What follows belongs to an exercise in optimizing a design on an open flow for small area and a short achievable clock period; a production flow would make more cautious choices. In this exercise RTL edits were held to simulation tests only and were not proved equivalent to the original. No activity file was given, so power comes from the tool's default toggle rates.

### design/flow/run.sh
#!/bin/bash
# synth_recipe.tcl (not shown) runs the flow's synth.tcl, then flattens the netlist and writes it again
# the make line also repeats each setting of config.mk as NAME=value (left out here)
make -C /OpenROAD-flow-scripts/flow DESIGN_CONFIG=/design/flow/config.mk WORK_HOME=/design/flow/orfs CLKGATE_MAP_FILE= SYNTH_SCRIPT=/design/flow/synth_recipe.tcl finish
### design/flow/config.mk
export PLATFORM = sky130hd
export DESIGN_NAME = lfsr_trng_core
export DESIGN_NICKNAME = lfsr_trng_core
export VERILOG_FILES = /design/flow/design.v
export SDC_FILE = /design/flow/constraint.sdc
export NUM_CORES = 4
export LEC_CHECK = 0
export CAP_MARGIN = 20
export CORE_MARGIN = 2
export CORE_UTILIZATION = 40
export SLEW_MARGIN = 20
### design/flow/constraint.sdc
create_clock -name core_clock -period 4.0 [get_ports {clk}]
set_input_delay 0.8000 -clock core_clock [delete_from_list [all_inputs] [get_ports {clk}]]
set_output_delay 0.8000 -clock core_clock [all_outputs]
set_load 0.01 [all_outputs]
### design/flow/design.v
package lfsr_trng_core_pkg;
    localparam int LFSR_W = 32;
    localparam logic [LFSR_W-1:0] LFSR_TAPS_DEFAULT = 32'h80200003;
    localparam logic [LFSR_W-1:0] LFSR_SEED_DEFAULT = 32'h00000001;
    function automatic logic [LFSR_W-1:0] lfsr_step(
        input logic [LFSR_W-1:0] s,
        input logic [LFSR_W-1:0] taps
    );
        lfsr_step = s[0] ? ((s >> 1) ^ taps) : (s >> 1);
    endfunction
endpackage
module lfsr_trng_ram #(
    parameter int DATA_WIDTH = 32,
    parameter int ADDR_WIDTH = 32,
    parameter int RAM_DEPTH  = 100
) (
    input  logic                  clk,
    input  logic                  rst,
    input  logic                  we_i,
    input  logic                  rd_i,
    input  logic [ADDR_WIDTH-1:0] addr_i,
    input  logic [DATA_WIDTH-1:0] wdata_i,
    output logic [DATA_WIDTH-1:0] data_o
);
    localparam int IDX_W = (RAM_DEPTH > 1) ? $clog2(RAM_DEPTH) : 1;
    logic [DATA_WIDTH-1:0] mem_q [RAM_DEPTH];
    logic [DATA_WIDTH-1:0] data_d, data_q;
    logic                  in_range;
    logic [IDX_W-1:0]      idx;
    always_comb begin
        in_range = (addr_i < ADDR_WIDTH'(RAM_DEPTH));
        idx      = addr_i[IDX_W-1:0];
    end
    always_ff @(posedge clk) begin
        if (rst && we_i && in_range) begin
            mem_q[idx] <= wdata_i;
        end
    end
    always_comb begin
        data_d = data_q;
        if (rd_i) begin
            data_d = in_range ? mem_q[idx] : '0;
        end
    end
    always_ff @(posedge clk) begin
        if (!rst) begin
            data_q <= '0;
        end else begin
            data_q <= data_d;
        end
    end
    assign data_o = data_q;
endmodule
module lfsr_trng_core #(
    parameter int              n          = 32,
    parameter int              DATA_WIDTH = 32,
    parameter int              ADDR_WIDTH = 32,
    parameter int              RAM_DEPTH  = 100,
    parameter logic [DATA_WIDTH-1:0] LFSR_TAPS = lfsr_trng_core_pkg::LFSR_TAPS_DEFAULT,
    parameter logic [DATA_WIDTH-1:0] LFSR_SEED = lfsr_trng_core_pkg::LFSR_SEED_DEFAULT
) (
    input  logic                  clk,
    input  logic                  rst,
    input  logic                  request,
    input  logic                  we_i,
    input  logic                  rd_i,
    input  logic [ADDR_WIDTH-1:0] addr_i,
    output logic [DATA_WIDTH-1:0] rnd,
    output logic [DATA_WIDTH-1:0] data_o,
    output logic [n-1:0]          count
);
    logic [n-1:0]          count_d, count_q;
    logic [DATA_WIDTH-1:0] lfsr_d, lfsr_q;
    logic [DATA_WIDTH-1:0] rnd_d, rnd_q;
    logic                  req_d, req_q;
    logic [DATA_WIDTH-1:0] mix;
    logic [DATA_WIDTH-1:0] src;
    always_comb begin
        count_d = count_q + 1'b1;
        req_d   = request;
        lfsr_d  = lfsr_q;
        rnd_d   = rnd_q;
        mix     = lfsr_q ^ count_q;
        if (mix == '0) begin
            mix = LFSR_SEED;     
        end
        src = req_q ? lfsr_q : mix;
        if (request) begin
            lfsr_d = lfsr_trng_core_pkg::lfsr_step(src, LFSR_TAPS);
            rnd_d  = lfsr_d;
        end
    end
    always_ff @(posedge clk) begin
        if (!rst) begin
            count_q <= '0;
            lfsr_q  <= LFSR_SEED;
            rnd_q   <= '0;
            req_q   <= 1'b0;
        end else begin
            count_q <= count_d;
            lfsr_q  <= lfsr_d;
            rnd_q   <= rnd_d;
            req_q   <= req_d;
        end
    end
    assign rnd   = rnd_q;
    assign count = count_q;
    lfsr_trng_ram #(
        .DATA_WIDTH (DATA_WIDTH),
        .ADDR_WIDTH (ADDR_WIDTH),
        .RAM_DEPTH  (RAM_DEPTH)
    ) u_ram (
        .clk     (clk),
        .rst     (rst),
        .we_i    (we_i),
        .rd_i    (rd_i),
        .addr_i  (addr_i),
        .wdata_i (rnd_q),
        .data_o  (data_o)
    );
endmodule
==> out/metrics.csv, run 1 <==
stage,metric,value,unit
status,status,timing/DRC/antenna clean,
grt,antenna_found_initial,41,
floorplan,dieWidth,569,um
sta,finalHoldViolCount,0,
synthesis,syn_area,128000,um^2
floorplan,ios,133,
cells_and_area,syn2layout_area_growth,19.9,%
sta,rsz0062_at_grt,no,
power_and_ir_drop,ir_drop,0.000322,V
cells_and_area,fin_util,48.1,%
drt,drtIter0Drc,13200,
critical_path,path_class,in -> reg,
power_and_ir_drop,switchingPower,17.6,mW
drt,num_vias,78600,
cells_and_area,drive_gt1_share,25.7,%
synthesis,postSynthAreaPerCell,18.2,um^2
critical_path,cp-end-kind,register,
synthesis,netlist_top_cells_area,"edfxtp_1 (75%), mux4_2 (4.6%), mux2_2 (2.3%), o22ai_1 (2.1%), o221ai_1 (1.9%)",
cells_and_area,num-nets-final,7956,
synthesis,synth_top_flop_cell,edfxtp_1,
hold_path,worst_hold_path.num_cells,3,
sta,max_freq,0.264,GHz
sta,relSlewSlack,10.8,%
synthesis,ys_top_cells_by_count,"edfxtp_1 (3,200), o22ai_1 (420), nor2_1 (385)",
cells_and_area,n_fill_cell,26000,
clocking,numCtsBuffers,344,
synthesis,synth_nets,7068,
cells_and_area,design_area,153000,um^2
sta,setup_viol,0,
grt,overflow,0,
clocking,clkLatencyLatePin,0.95,ns
placement,placed_cell_area,142000,um^2
synthesis,async_reset_ff_share,0,%
sta,fin_crit_sh,94.6,%
placement,routabilityCongestion,0.957,
synthesis,netlist_instances,7030,
power_and_ir_drop,p_leak,49.4,nW
clocking,clk_pin_slew,0.06,ns
power_and_ir_drop,p_sw_share,23.6,%
placement,io_buffer_count,132,
power_and_ir_drop,p_comb_share,7.1,%
sta,fin_skew,0.0741,ns
critical_path,critical_path.startpoint,addr_i[2],
grt,grt_pass1_wl,643,mm
critical_path,worst_ep_arrival_time,4.68,ns
synthesis,synth_top_area_share,75.3,%
drt,wirelength,477,mm
sta,worst_slew_pin_slew,1.34,ns
hold_path,hold_path_startpoint,request,
floorplan,rows,207,
floorplan,die_h,569,um
floorplan,core_area,318000,um^2
clocking,clk_path_buf_depth,4,
synthesis,synth_most_common_cell,edfxtp_1,
grt,grtUsageTotal,28.9,%
cells_and_area,instances_no_fill,12400,
critical_path,worstRegToRegCells,10,
floorplan,die_area,324000,um^2
drt,vias_per_cell,6.35,
clocking,htreeDepth,5,
drt,drt-wirelength-per-cell,38.5,um
grt,grt_pass1_vias,74900,
synthesis,synth_warnings,2,
synthesis,yosys.area.top_type,edfxtp_1,
power_and_ir_drop,p_per_area,486,nW/um^2
hold_path,hp-class,in -> reg,
job,maxCapViolCount,0,
clocking,post_cts_buffers,0,
synthesis,synth_edf_count,3200,
critical_path,crit_required,4.90,ns
clocking,clock_sinks,3298,
critical_path,r2r-start,u_ram.mem_q[90][0],
sta,slew_violations,0,
clocking,cts_tree,done,
drt,drtAntennaViolNets,0,
power_and_ir_drop,power,74.3,mW
placement,hpwlAfterDp,305,mm
power_and_ir_drop,seq_power_share,51.4,%
synthesis,synth_seq_cells,3298,
drt,drc,0,
power_and_ir_drop,p_int,56.8,mW
critical_path,start_kind,primary input,
clocking,cts.hold.buffers_added,0,
power_and_ir_drop,p_clk_share,41.5,%
grt,grt_max_degree,100,
clocking,cts-root-buf,clkbuf_16,
critical_path,critPathMaxFanout,34,
synthesis,ys_seq_area_share,76.8,%
drt,drt_pass1_iterations,6,
clocking,ctsResizeCount,0,
synthesis,synth_cell_types,87,
sta,fin_crit,3.79,ns
floorplan,start_util,40.2,%
placement,dp_cells,11800,
-- per-layer routing --
metal,vias to the layer above,share of wire (%),GRT usage (%),wire (um)
li1,30800,-,-,-
met3,1044,11,5.37,51300
met2,5655,46,44.4,217000
met1,41100,37,38.4,176000
met5,-,0.022,0,107
met4,18,6.8,17.3,32400
-- state kept, by name, indices dropped and copies added, names as in the netlist --
register and count:
rnd_q 32, u_ram.data_q 32, u_ram.mem_q 3200, req_q 1, lfsr_q 1, count_q 32
-- worst paths after layout --
check	endpoint	slack [ns]
min reg2reg	u_ram.data_q[31]	0.54
min	rnd_q[7]	0.42
max	u_ram.data_q[0]	0.21
max reg2reg	u_ram.data_q[0]	1.14
-- cells by family (layout without fill, tap and decap cells) --
logic type | Yosys count | count (layout) | synth area share [%]
xor+xnor | 80 | 80 | 0.549
compound gates | 1567 | 1567 | 8.62
mux | 738 | 738 | 8.60
fa+ha+maj | 1 | 1 | 0.00980
other cells | 0 | 17 | 0
simple gates | 804 | 804 | 2.79
flops | 3298 | 3298 | 76.8
buf+inv | 542 | 1692 | 2.60
-- cells in the final DEF (no fill, tap or decap), types with 32 or more instances in the layout --
cell	netlist	layout
a211oi_1	67	67
a21oi_1	194	194
a221oi_1	84	84
a22oi_1	32	32
a2bb2oi_1	33	33
buf_12	12	259
buf_4	104	671
clkbuf_1	172	67
clkbuf_16	0	344
clkdlybuf4s50_1	0	126
clkinv_1	2	87
clkinv_2	0	50
dfxtp_1	98	66
dfxtp_4	0	32
edfxtp_1	3200	3200
mux2_2	262	262
mux2i_1	202	202
mux4_2	259	259
nand2_1	197	195
nand3_1	43	35
nor2_1	385	279
nor2_4	0	102
nor2b_1	38	33
o21ai_0	195	195
o21ai_1	36	36
o221ai_1	279	279
o22ai_1	420	420
xnor2_1	36	36
xor2_1	44	44
-- stage by stage --
| stage | hold WS [ns] | setup TNS [ns] | setup slack, ns |
|---|---|---|---|
| floorplan | 0.469 | -281.31 | -0.146 |
| global placement | 0.534 | -366.70 | -1.07 |
| detailed placement | 0.536 | -149.39 | -0.614 |
| CTS | 0.349 | 0 | 0.340 |
| global route | 0.432 | 0 | 0.366 |
| finish | 0.422 | 0 | 0.215 |
-- power groups by stage --
stage          sequential, mW  clock [mW]  combinational, mW
2_1_floorplan            39.2           0               1.95
4_1_cts                  38.2        31.1               5.16
3_3_place_gp             38.9           0               5.09
3_5_place_dp             38.9           0               5.15
5_1_grt                  38.2        32.4               5.33
6_report                 38.2        30.9               5.29
-- layout make-up --
cell class                 instances  area [um^2]  area share, %
sequential                      3298        98200           64.2
multi-input combinational       3190        27200           17.8
timing repair buffer            1061        11500           7.54
clock buffer                     419         8970           5.86
tap                             4180         5230           3.42
clock inverter                   189         1750           1.14
inverter                          23          109         0.0712
antenna                           17         42.5         0.0278
-- critical path, cell delays in order --
cell and delay (ns):
buf_8 0.18, inv_4 0.40, a21oi_1 0.25, nor3_2 0.75
buf_4 0.27, nand3_1 0.22, buf_4 0.28, a2111oi_1 1.05
buf_4 0.26, a22o_1 0.12
==> run 2: changes to the inputs <==
--- a/design/flow/design.v
+++ b/design/flow/design.v
@@ -25,31 +25,139 @@
     localparam int IDX_W = (RAM_DEPTH > 1) ? $clog2(RAM_DEPTH) : 1;
     logic [DATA_WIDTH-1:0] mem_q [RAM_DEPTH];
     logic [DATA_WIDTH-1:0] data_d, data_q;
-    logic                  in_range;
-    logic [IDX_W-1:0]      idx;
-    always_comb begin
-        in_range = (addr_i < ADDR_WIDTH'(RAM_DEPTH));
-        idx      = addr_i[IDX_W-1:0];
+    logic                  hi_zero;
+    logic [7:0]            lo_n;      
+    logic [12:0]           hi_n;      
+    logic                  rd_ok_n;   
+    logic                  wr_ok_n;   
+    logic [RAM_DEPTH-1:0]  rsel;
+    logic [RAM_DEPTH-1:0]  wsel;
+    assign hi_zero = ~|addr_i[ADDR_WIDTH-1:IDX_W];
+    assign rd_ok_n = ~(rd_i & hi_zero);
+    assign wr_ok_n = ~(rst & we_i & hi_zero);
+    lfsr_trng_ram_dec u_dec (
+        .idx  (addr_i[IDX_W-1:0]),
+        .lo_n (lo_n),
+        .hi_n (hi_n)
+    );
+    for (genvar k = 0; k < RAM_DEPTH; k++) begin : g_sel
+        lfsr_trng_ram_nor3 u_rsel (.a (lo_n[k % 8]), .b (hi_n[k / 8]), .c (rd_ok_n), .y (rsel[k]));
+        lfsr_trng_ram_nor3 u_wsel (.a (lo_n[k % 8]), .b (hi_n[k / 8]), .c (wr_ok_n), .y (wsel[k]));
     end
     always_ff @(posedge clk) begin
-        if (rst && we_i && in_range) begin
-            mem_q[idx] <= wdata_i;
-        end
-    end
-    always_comb begin
-        data_d = data_q;
-        if (rd_i) begin
-            data_d = in_range ? mem_q[idx] : '0;
-        end
+        for (int k = 0; k < RAM_DEPTH; k++) begin
+            if (wsel[k]) begin
+                mem_q[k] <= wdata_i;
+            end
+        end
+    end
+    for (genvar b = 0; b < DATA_WIDTH; b++) begin : g_bit
+        logic [11:0] grp;         
+        logic [2:0]  grp_n;       
+        for (genvar g = 0; g < 12; g++) begin : g_grp
+            lfsr_trng_ram_or8 u_or8 (
+                .m ({mem_q[8*g+7][b], mem_q[8*g+6][b], mem_q[8*g+5][b], mem_q[8*g+4][b],
+                     mem_q[8*g+3][b], mem_q[8*g+2][b], mem_q[8*g+1][b], mem_q[8*g][b]}),
+                .s (rsel[8*g+7:8*g]),
+                .y (grp[g])
+            );
+        end
+        for (genvar g = 0; g < 3; g++) begin : g_nor
+            lfsr_trng_ram_nor4 u_nor (
+                .a (grp[4*g]), .b (grp[4*g+1]), .c (grp[4*g+2]), .d (grp[4*g+3]),
+                .y (grp_n[g])
+            );
+        end
+        lfsr_trng_ram_tail u_tail (
+            .n    (grp_n),
+            .m    ({mem_q[99][b], mem_q[98][b], mem_q[97][b], mem_q[96][b]}),
+            .s    (rsel[99:96]),
+            .hold (~rd_i & data_q[b]),
+            .rst  (rst),
+            .d    (data_d[b])
+        );
     end
     always_ff @(posedge clk) begin
-        if (!rst) begin
-            data_q <= '0;
-        end else begin
-            data_q <= data_d;
-        end
+        data_q <= data_d;
     end
     assign data_o = data_q;
+endmodule
+module lfsr_trng_ram_dec (
+    input  logic [6:0]  idx,
+    output logic [7:0]  lo_n,
+    output logic [12:0] hi_n
+);
+    logic [6:0] idx_n;
+    for (genvar i = 0; i < 7; i++) begin : g_inv
+        lfsr_trng_ram_inv u_inv (.a (idx[i]), .y (idx_n[i]));
+    end
+    for (genvar a = 0; a < 8; a++) begin : g_lo
+        lfsr_trng_ram_nand3 u_lo (
+            .a (a[0] ? idx[0] : idx_n[0]),
+            .b (a[1] ? idx[1] : idx_n[1]),
+            .c (a[2] ? idx[2] : idx_n[2]),
+            .y (lo_n[a])
+        );
+    end
+    for (genvar h = 0; h < 13; h++) begin : g_hi
+        lfsr_trng_ram_nand4 u_hi (
+            .a (h[0] ? idx[3] : idx_n[3]),
+            .b (h[1] ? idx[4] : idx_n[4]),
+            .c (h[2] ? idx[5] : idx_n[5]),
+            .d (h[3] ? idx[6] : idx_n[6]),
+            .y (hi_n[h])
+        );
+    end
+endmodule
+module lfsr_trng_ram_inv (
+    input  logic a,
+    output logic y
+);
+    assign y = ~a;
+endmodule
+module lfsr_trng_ram_nand3 (
+    input  logic a, b, c,
+    output logic y
+);
+    assign y = ~(a & b & c);
+endmodule
+module lfsr_trng_ram_nand4 (
+    input  logic a, b, c, d,
+    output logic y
+);
+    assign y = ~(a & b & c & d);
+endmodule
+module lfsr_trng_ram_nor3 (
+    input  logic a, b, c,
+    output logic y
+);
+    assign y = ~(a | b | c);
+endmodule
+module lfsr_trng_ram_nor4 (
+    input  logic a, b, c, d,
+    output logic y
+);
+    assign y = ~(a | b | c | d);
+endmodule
+module lfsr_trng_ram_or8 (
+    input  logic [7:0] m,
+    input  logic [7:0] s,
+    output logic       y
+);
+    assign y = ~(~((m[0] & s[0]) | (m[1] & s[1])) & ~((m[2] & s[2]) | (m[3] & s[3])) &
+                 ~((m[4] & s[4]) | (m[5] & s[5])) & ~((m[6] & s[6]) | (m[7] & s[7])));
+endmodule
+module lfsr_trng_ram_tail (
+    input  logic [2:0] n,
+    input  logic [3:0] m,
+    input  logic [3:0] s,
+    input  logic       hold,
+    input  logic       rst,
+    output logic       d
+);
+    logic last_n;
+    assign last_n = ~((m[0] & s[0]) | (m[1] & s[1])) & ~((m[2] & s[2]) | (m[3] & s[3])) & ~hold;
+    assign d = rst & ~(n[0] & n[1] & n[2] & last_n);
 endmodule
 module lfsr_trng_core #(
     parameter int              n          = 32,
==> design/flow/config.mk (replaced) <==
export PLATFORM = sky130hd
export DESIGN_NAME = lfsr_trng_core
export DESIGN_NICKNAME = lfsr_trng_core
export VERILOG_FILES = /design/flow/design.v
export SDC_FILE = /design/flow/constraint.sdc
export NUM_CORES = 4
export LEC_CHECK = 0
export CAP_MARGIN = 5
export CORE_MARGIN = 2
export CORE_UTILIZATION = 55
export CTS_CLUSTER_DIAMETER = 80
export CTS_CLUSTER_SIZE = 20
export SETUP_SLACK_MARGIN = 1.7
export SLEW_MARGIN = 5
export SYNTH_HIERARCHICAL = 1
==> out/metrics.csv, run 2 <==
stage,metric,value,unit
sta,worst_slack,0.780,ns
synthesis,synth_warnings,9,
critical_path,critical_path.startpoint,addr_i[24],
critical_path,critPathMaxFanout,5,
hold_path,hold_path_startpoint,request,
floorplan,die_h,470,um
sta,slew_violations,0,
cells_and_area,top_register,u_ram.mem_q,
cells_and_area,mostFrequentLayoutCells,"edfxtp_1 (3,200), a22oi_1 (1,538), buf_4 (603)",
clocking,clkLatencyLatePin,0.91,ns
sta,worst_slew_pin_slew,1.13,ns
grt,grtUsageTotal,35.3,%
synthesis,synth_top_flop_cell,edfxtp_1,
critical_path,path_common_cell,buf_12,
synthesis,ys_seq_area_share,82.3,%
grt,antenna_found_initial,29,
cells_and_area,n_fill_cell,13100,
synthesis,ys_top_cells_by_count,"edfxtp_1 (3,200), a22oi_1 (1,600), nand4_1 (418)",
power_and_ir_drop,power,59.8,mW
critical_path,r2r_slack,1.77,ns
cells_and_area,instances_no_fill,10800,
drt,drtIter0Drc,13000,
grt,overflow,0,
cells_and_area,largest_reg_flops,3200,
clocking,clock_sinks,3298,
synthesis,syn_area,119000,um^2
drt,drt-wirelength-per-cell,39.6,um
critical_path,cp_num_buf_inv,11,
critical_path,r2r-end,u_ram.data_q[20],
placement,post-place-ws,-0.628,ns
cells_and_area,layout_commonest_cell,edfxtp_1,
sta,fin_crit_sh,80.5,%
grt,grt_max_degree,104,
critical_path,crit_required,4.81,ns
synthesis,synth_seq_cells,3298,
job,maxCapViolCount,0,
synthesis,netlist_top_cells_area,"edfxtp_1 (81%), a22oi_1 (10%), nand4_1 (2.2%), nor3_2 (1.7%), dfxtp_1 (1.6%)",
sta,setup_tns,0,ns
drt,wirelength,428,mm
floorplan,dieWidth,470,um
critical_path,crit_family,simple AND/OR/NAND/NOR gates,
sta,rsz0062_at_grt,yes,
sta,setup_viol,0,
synthesis,synth_top_area_share,80.6,%
sta,relSlewSlack,24.5,%
synthesis,synth_nets,6168,
sta,fin_crit,3.22,ns
power_and_ir_drop,p_leak,51.4,nW
synthesis,netlist_instances,6130,
drt,drc,0,
placement,hpwlAfterDp,227,mm
grt,grt_pass1_wl,541,mm
critical_path,cp-end-kind,register,
placement,dp_cells,9915,
critical_path,worst_ep_arrival_time,4.03,ns
drt,drtAntennaViolNets,0,
clocking,cts.hold.buffers_added,0,
floorplan,start_util,55.4,%
hold_path,worst_hold_path.num_cells,3,
critical_path,crit_path_top_delay_cell,or3_4,
clocking,clk_pin_slew,0.09,ns
critical_path,path_class,in -> reg,
cells_and_area,syn2layout_area_growth,28.2,%
critical_path,crit_chain,buf_2 -> nor4_2 -> nand2_1 -> or3_4 -> buf_12 -> buf_12 -> buf_8 -> buf_12 -> buf_16 -> nor3_4 -> buf_6 -> buf_12 -> buf_8 -> buf_6 -> a22oi_2 -> nand4_1 -> nor4_4 -> buf_4 -> and4b_1 -> a31oi_1,
critical_path,worstRegToRegCells,6,
clocking,htreeDepth,4,
cells_and_area,num-nets-final,7935,
clocking,numCtsBuffers,185,
drt,num_vias,75400,
drt,vias_per_cell,6.97,
synthesis,synth_edf_count,3200,
synthesis,synth_most_common_cell,edfxtp_1,
placement,io_buffer_count,132,
critical_path,r2r-start,u_ram.mem_q[85][20],
cells_and_area,drive_gt1_share,29.2,%
synthesis,async_reset_ff_share,0,%
status,status,timing/DRC/antenna clean,
drt,drt_pass1_iterations,8,
clocking,cts_tree,done,
clocking,clk_path_buf_depth,3,
sta,max_freq,0.311,GHz
placement,routabilityCongestion,0.894,
sta,finalHoldViolCount,0,
floorplan,core_area,215000,um^2
hold_path,min_to,rnd_q[27],
floorplan,ios,133,
synthesis,synth_cell_types,44,
power_and_ir_drop,ir_drop,0.000527,V
critical_path,start_kind,primary input,
floorplan,die_area,220000,um^2
clocking,cts-root-buf,clkbuf_16,
synthesis,postSynthAreaPerCell,19.4,um^2
hold_path,hp-class,in -> reg,
synthesis,yosys.area.top_type,edfxtp_1,
power_and_ir_drop,p_per_area,391,nW/um^2
floorplan,rows,170,
grt,grt_pass1_vias,67300,
critical_path,max_stage_delay,0.45,ns
sta,fin_skew,0.0428,ns
==> run 2: changes by cell type after synthesis, sizes merged, moves of 200 or more <==
cell | before | now
a22oi | 32 | 1600
buf | 346 | 41
mux2 | 277 | 0
mux2i | 202 | 2
mux4 | 259 | 0
nand4 | 17 | 420
nor2 | 386 | 67
o21ai | 231 | 3
o221ai | 280 | 0
o22ai | 420 | 1
==> run 2: kinds of logic after synthesis <==
| logic type | count (synthesis) | synth area share (%) |
|---|---|---|
| muxes | 2 | 0.0168 |
| buffers and inverters | 108 | 0.445 |
| and+or+nand+nor | 948 | 6.05 |
| adders and majority gates | 1 | 0.0105 |
| AOI/OAI and AO/OA | 1677 | 10.5 |
| xor gates and xnor gates | 96 | 0.705 |
| DFF | 3298 | 82.3 |
==> run 2: tightest hold or removal path, stage by stage <==
cell and delay [ns]:
buf_2 0.33, nor2_1 0.19, a211oi_1 0.06
==> run 2: layer usage <==
layer / share of wire [%] / wire length, um / up-vias / track usage (%)
li1: - / - / 30200 / -
met1: 35 / 151000 / 39000 / 49.0
met2: 46 / 198000 / 5435 / 54.1
met3: 13 / 53700 / 748 / 7.11
met4: 6.0 / 25500 / 2 / 17.1
met5: 0.0030 / 13 / - / 0
==> run 2: worst max path at each step <==
stage                                  end  cells past startpoint
after detailed placement   u_ram.data_q[1]                     15
final                     u_ram.data_q[21]                     20
after floorplan            u_ram.data_q[0]                      9
after global routing      u_ram.data_q[21]                     20
after global placement     u_ram.data_q[1]                     15
after CTS                  u_ram.data_q[5]                     19
==> run 2: per-module statistics from Yosys (local to each module, per instance), excerpt <==
module	copies in the design	area, um^2	flops+latches
lfsr_trng_core	1	3780	66
lfsr_trng_ram_or8	384	36.3	0
lfsr_trng_ram_tail	32	35.0	0
lfsr_trng_ram_nor4	96	12.5	0
lfsr_trng_ram_nor3	200	10.0	0
lfsr_trng_ram_nand4	13	6.26	0
lfsr_trng_ram_nand3	8	5.00	0
lfsr_trng_ram_inv	7	3.75	0
==> run 2: stage by stage <==
step	util (%)	hold WS, ns	area, um^2
after detailed placement	63.1	0.521	136000
after global placement	63.1	0.510	136000
after floorplan	-	0.500	119000
after CTS	67.7	0.483	146000
after global routing	71.0	0.532	153000
final	71.0	0.530	153000
==> run 2: what timing repair did <==
action	4_1_cts	5_1_grt
setup buffers	253	153
setup endpoints to repair	3203	2017
gates resized for setup	883	344
gates cloned	37	190
pin swaps	137	114
==> run 2: final cells by class <==
| class | instances | area (um^2) | share of cell area, % |
|---|---|---|---|
| diodes | 10 | 25.0 | 0.0164 |
| clock buffers | 235 | 4840 | 3.17 |
| clock inverters | 26 | 352 | 0.230 |
| inverters | 43 | 169 | 0.111 |
| multi-input cells | 2725 | 22600 | 14.8 |
| flip-flops and latches | 3298 | 98400 | 64.4 |
| well taps | 2838 | 3550 | 2.32 |
| repair buffers | 1644 | 22800 | 15.0 |
==> run 2: where the power goes <==
group	internal [mW]	switching, mW	total, mW
combinational	0.416	1.61	2.03
sequential	38.0	0.0912	38.1
clock	8.76	10.9	19.7
total	47.2	12.6	59.8
==> run 3: changes to the inputs <==
--- a/design/flow/design.v
+++ b/design/flow/design.v
@@ -28,21 +28,21 @@
     logic                  hi_zero;
     logic [7:0]            lo_n;      
     logic [12:0]           hi_n;      
-    logic                  rd_ok_n;   
-    logic                  wr_ok_n;   
+    logic                  rd_ok;     
+    logic                  wr_ok;     
     logic [RAM_DEPTH-1:0]  rsel;
     logic [RAM_DEPTH-1:0]  wsel;
     assign hi_zero = ~|addr_i[ADDR_WIDTH-1:IDX_W];
-    assign rd_ok_n = ~(rd_i & hi_zero);
-    assign wr_ok_n = ~(rst & we_i & hi_zero);
+    assign rd_ok   = rd_i & hi_zero;
+    assign wr_ok   = rst & we_i & hi_zero;
     lfsr_trng_ram_dec u_dec (
         .idx  (addr_i[IDX_W-1:0]),
         .lo_n (lo_n),
         .hi_n (hi_n)
     );
     for (genvar k = 0; k < RAM_DEPTH; k++) begin : g_sel
-        lfsr_trng_ram_nor3 u_rsel (.a (lo_n[k % 8]), .b (hi_n[k / 8]), .c (rd_ok_n), .y (rsel[k]));
-        lfsr_trng_ram_nor3 u_wsel (.a (lo_n[k % 8]), .b (hi_n[k / 8]), .c (wr_ok_n), .y (wsel[k]));
+        lfsr_trng_ram_nor2 u_rsel (.a (lo_n[k % 8]), .b (hi_n[k / 8]),               .y (rsel[k]));
+        lfsr_trng_ram_and2 u_wsel (.a (rsel[k]), .b (wr_ok), .y (wsel[k]));
     end
     always_ff @(posedge clk) begin
         for (int k = 0; k < RAM_DEPTH; k++) begin
@@ -72,6 +72,7 @@
             .n    (grp_n),
             .m    ({mem_q[99][b], mem_q[98][b], mem_q[97][b], mem_q[96][b]}),
             .s    (rsel[99:96]),
+            .rd   (rd_ok),
             .hold (~rd_i & data_q[b]),
             .rst  (rst),
             .d    (data_d[b])
@@ -127,11 +128,17 @@
 );
     assign y = ~(a & b & c & d);
 endmodule
-module lfsr_trng_ram_nor3 (
-    input  logic a, b, c,
-    output logic y
-);
-    assign y = ~(a | b | c);
+module lfsr_trng_ram_and2 (
+    input  logic a, b,
+    output logic y
+);
+    assign y = a & b;
+endmodule
+module lfsr_trng_ram_nor2 (
+    input  logic a, b,
+    output logic y
+);
+    assign y = ~(a | b);
 endmodule
 module lfsr_trng_ram_nor4 (
     input  logic a, b, c, d,
@@ -151,13 +158,15 @@
     input  logic [2:0] n,
     input  logic [3:0] m,
     input  logic [3:0] s,
+    input  logic       rd,
     input  logic       hold,
     input  logic       rst,
     output logic       d
 );
-    logic last_n;
-    assign last_n = ~((m[0] & s[0]) | (m[1] & s[1])) & ~((m[2] & s[2]) | (m[3] & s[3])) & ~hold;
-    assign d = rst & ~(n[0] & n[1] & n[2] & last_n);
+    logic word_n;
+    assign word_n = n[0] & n[1] & n[2] &
+                    ~((m[0] & s[0]) | (m[1] & s[1])) & ~((m[2] & s[2]) | (m[3] & s[3]));
+    assign d = rst & ((rd & ~word_n) | hold);
 endmodule
 module lfsr_trng_core #(
     parameter int              n          = 32,
==> out/metrics.csv, run 3 <==
stage,metric,value,unit
status,status,timing/DRC/antenna clean,
sta,relSlewSlack,11.0,%
grt,antenna_found_initial,44,
critical_path,path_class,in -> reg,
clocking,cts_tree,done,
synthesis,postSynthAreaPerCell,19.3,um^2
drt,drt_pass1_iterations,6,
synthesis,synth_edf_count,3200,
grt,grt_pass1_vias,66600,
placement,hpwlAfterDp,228,mm
hold_path,hp-class,in -> reg,
drt,num_vias,72700,
grt,grt_pass1_wl,542,mm
synthesis,yosys.area.top_type,edfxtp_1,
drt,dr_wl_met3,42.7,mm
floorplan,rows,170,
sta,setup_tns,0,ns
synthesis,netlist_top_cells_area,"edfxtp_1 (81%), a22oi_1 (10%), nand4_1 (2.2%), dfxtp_1 (1.7%), nor4_2 (1.0%)",
job,maxCapViolCount,0,
cells_and_area,largest_reg_flops,3200,
floorplan,ios,133,
critical_path,start_kind,primary input,
clocking,htreeDepth,4,
critical_path,crit_required,4.76,ns
power_and_ir_drop,p_leak,46.3,nW
clocking,clkLatencyLatePin,0.89,ns
synthesis,synth_top_flop_cell,edfxtp_1,
drt,drtAntennaViolNets,0,
clocking,clk_path_buf_depth,3,
synthesis,async_reset_ff_share,0,%
drt,drtIter0Drc,11400,
sta,finalHoldViolCount,0,
placement,post-place-ws,-0.477,ns
cells_and_area,drive_gt1_share,27.4,%
drt,drt-wirelength-per-cell,38.5,um
floorplan,core_area,214000,um^2
sta,slew_violations,0,
synthesis,synth_nets,6168,
placement,routabilityCongestion,0.890,
cells_and_area,mostFrequentLayoutCells,"edfxtp_1 (3,200), a22oi_1 (1,405), buf_4 (605)",
cells_and_area,syn2layout_area_growth,23.0,%
cells_and_area,n_fill_cell,13900,
power_and_ir_drop,ir_drop,0.000503,V
sta,fin_skew,0.0391,ns
critical_path,cp-end-kind,register,
sta,worst_slew_pin_slew,1.34,ns
sta,fin_crit,2.74,ns
sta,fin_crit_sh,68.6,%
critical_path,worst_ep_arrival_time,3.50,ns
critical_path,max_stage_delay,0.67,ns
cells_and_area,num-nets-final,7583,
sta,rsz0062_at_grt,yes,
synthesis,synth_cell_types,44,
placement,placed_cell_area,132000,um^2
drt,wl_met1,147,mm
critical_path,crit_chain,buf_12 -> buf_8 -> nand4_1 -> buf_12 -> buf_12 -> nor2_4 -> buf_12 -> a22oi_2 -> nand4_1 -> nor4_4 -> buf_4 -> and4b_1 -> a31oi_1,
floorplan,die_area,219000,um^2
drt,vias_per_cell,6.93,
clocking,clk_pin_slew,0.08,ns
sta,setup_viol,0,
synthesis,syn_area,118000,um^2
sta,max_freq,0.364,GHz
grt,overflow,0,
cells_and_area,design_area,145000,um^2
synthesis,ys_top_cells_by_count,"edfxtp_1 (3,200), a22oi_1 (1,600), nand4_1 (418)",
floorplan,dieWidth,468,um
sta,worst_slack,1.26,ns
drt,drc,0,
critical_path,path_common_cell,buf_12,
drt,dr_wl_met2,189,mm
grt,grt_max_degree,103,
synthesis,synth_top_area_share,81.3,%
clocking,numCtsBuffers,185,
synthesis,synth_seq_cells,3298,
grt,grtUsageTotal,36.1,%
cells_and_area,layout_commonest_cell,edfxtp_1,
synthesis,ys_seq_area_share,82.9,%
power_and_ir_drop,p_per_area,418,nW/um^2
drt,top_layer_used,met5,
floorplan,start_util,55.2,%
synthesis,synth_most_common_cell,edfxtp_1,
placement,io_buffer_count,132,
synthesis,synth_warnings,9,
drt,wirelength,404,mm
clocking,cts-root-buf,clkbuf_16,
floorplan,die_h,468,um
synthesis,netlist_instances,6130,
clocking,clock_sinks,3298,
critical_path,crit_path_top_delay_cell,nor4_4,
critical_path,critPathMaxFanout,5,
cells_and_area,top_register,u_ram.mem_q,
[run 3: worst paths after layout]
check,end,cells after the start,slack (ns),start
max,u_ram.data_q[26],13,1.26,addr_i[4]
min,rnd_q[28],3,0.49,request
max reg2reg,u_ram.data_q[26],6,1.60,u_ram.mem_q[21][26]
min reg2reg,u_ram.data_q[26],2,0.55,u_ram.mem_q[99][26]
[run 3: metrics by stage]
| stage | utilization (%) | hold WS, ns | std cells | total power [mW] |
|---|---|---|---|---|
| 6_report | 67.9 | 0.486 | 10500 | 60.8 |
| 5_1_grt | 67.9 | 0.491 | 10500 | 62.1 |
| 4_1_cts | 66.9 | 0.416 | 10400 | 60.8 |
| 3_5_place_dp | 61.7 | 0.530 | 9789 | 41.3 |
| 3_3_place_gp | 61.7 | 0.509 | 9789 | 41.3 |
| 2_1_floorplan | - | 0.500 | 6130 | 39.8 |
[run 3: report_power, final]
group	switching (mW)	internal, mW
logic	2.08	0.808
registers	0.0919	38.0
clock network	10.8	9.02
total	13.0	47.9
[run 3: final cells by class]
cell class	instances	area, um^2	area share, %
Tap cell	2838	3550	2.44
Clock buffer	252	5010	3.44
Timing Repair Buffer	1292	15900	10.9
Antenna cell	20	50.0	0.0344
Inverter	11	46.3	0.0318
Clock inverter	19	267	0.183
Multi-Input combinational cell	2757	22200	15.3
Sequential cell	3298	98400	67.7
[run 3: worst max-delay path, delay by kind of cell]
kind / cells / cell delay (ns)
AND/OR/NAND/NOR: 5 / 1.62
buffers and inverters: 6 / 0.83
AO/OA/AOI/OAI: 2 / 0.23
[run 3: repair_timing]
action | in CTS | in global routing
gates cloned | 54 | 22
hold buffers | 0 | 0
setup endpoints to repair | 3034 | 2813
setup buffers | 267 | 64
pin swaps | 177 | 137
gates resized for setup | 974 | 202
[run 3: per-layer routing]
layer	GRT usage (%)	vias up
li1	-	29300
met1	49.9	38000
met2	56.0	4734
met3	6.02	637
met4	18.4	16
met5	0	-
[run 3: modules after synthesis (local to each module, per instance), a selection]
module               flip-flops and latches  copies in the design  cells
lfsr_trng_ram_and2                        0                   100      1
lfsr_trng_ram_inv                         0                     7      1
lfsr_trng_core                           66                     1    446
lfsr_trng_ram_or8                         0                   384      5
lfsr_trng_ram_nand3                       0                     8      1
lfsr_trng_ram_nor2                        0                   100      1
lfsr_trng_ram_tail                        0                    32      5
lfsr_trng_ram_nand4                       0                    13      1
lfsr_trng_ram_nor4                        0                    96      1
[run 3: kinds of logic after synthesis]
group / synth area share (%)
AOI/OAI and AO/OA: 10.7
and+or+nand+nor: 5.26
DFF: 82.9
xor gates and xnor gates: 0.711
muxes: 0.0169
buffers and inverters: 0.347
adders and majority gates: 0.0106

==> separate check: timing with driven ports <==
How much do the figures lean on ideal ports? The routed layouts below were timed once more, with nothing changed but the port constraints. Step 1 (the two cells are an assumption about what drives the block):
set clk [get_ports {clk}]
set_driving_cell -lib_cell sky130_fd_sc_hd__clkbuf_16 $clk
set_driving_cell -lib_cell sky130_fd_sc_hd__buf_2 [delete_from_list [all_inputs] $clk]
Step 2, shift: input delay + t, output delay - t, t = (earliest + latest rising clock arrival at the registers) / 2. This alone moves slack from input paths to output paths. a / b / c = ideal / step 1 / step 2; a / b = the first two.
| run | t, ns | slack for setup (ns) | clock arrival spread, ns | worst data-port slew with drivers (ns) |
|---|---|---|---|---|
| run 1 | 1.018 | 0.215 / 0.263 / -0.755 | 0.085 / 0.086 | 0.07 |
| run 2 | 0.972 | 0.780 / 0.832 / -0.140 | 0.049 / 0.049 | 0.05 |
| run 3 | 0.965 | 1.256 / 1.303 / 0.338 | 0.043 / 0.042 | 0.13 |
Met with ideal ports but missed after step 2: setup timing in run 1 and run 2. The setup slack of run 1, which loses most, moves by +0.048 ns with the drivers and by -0.970 ns with both steps.
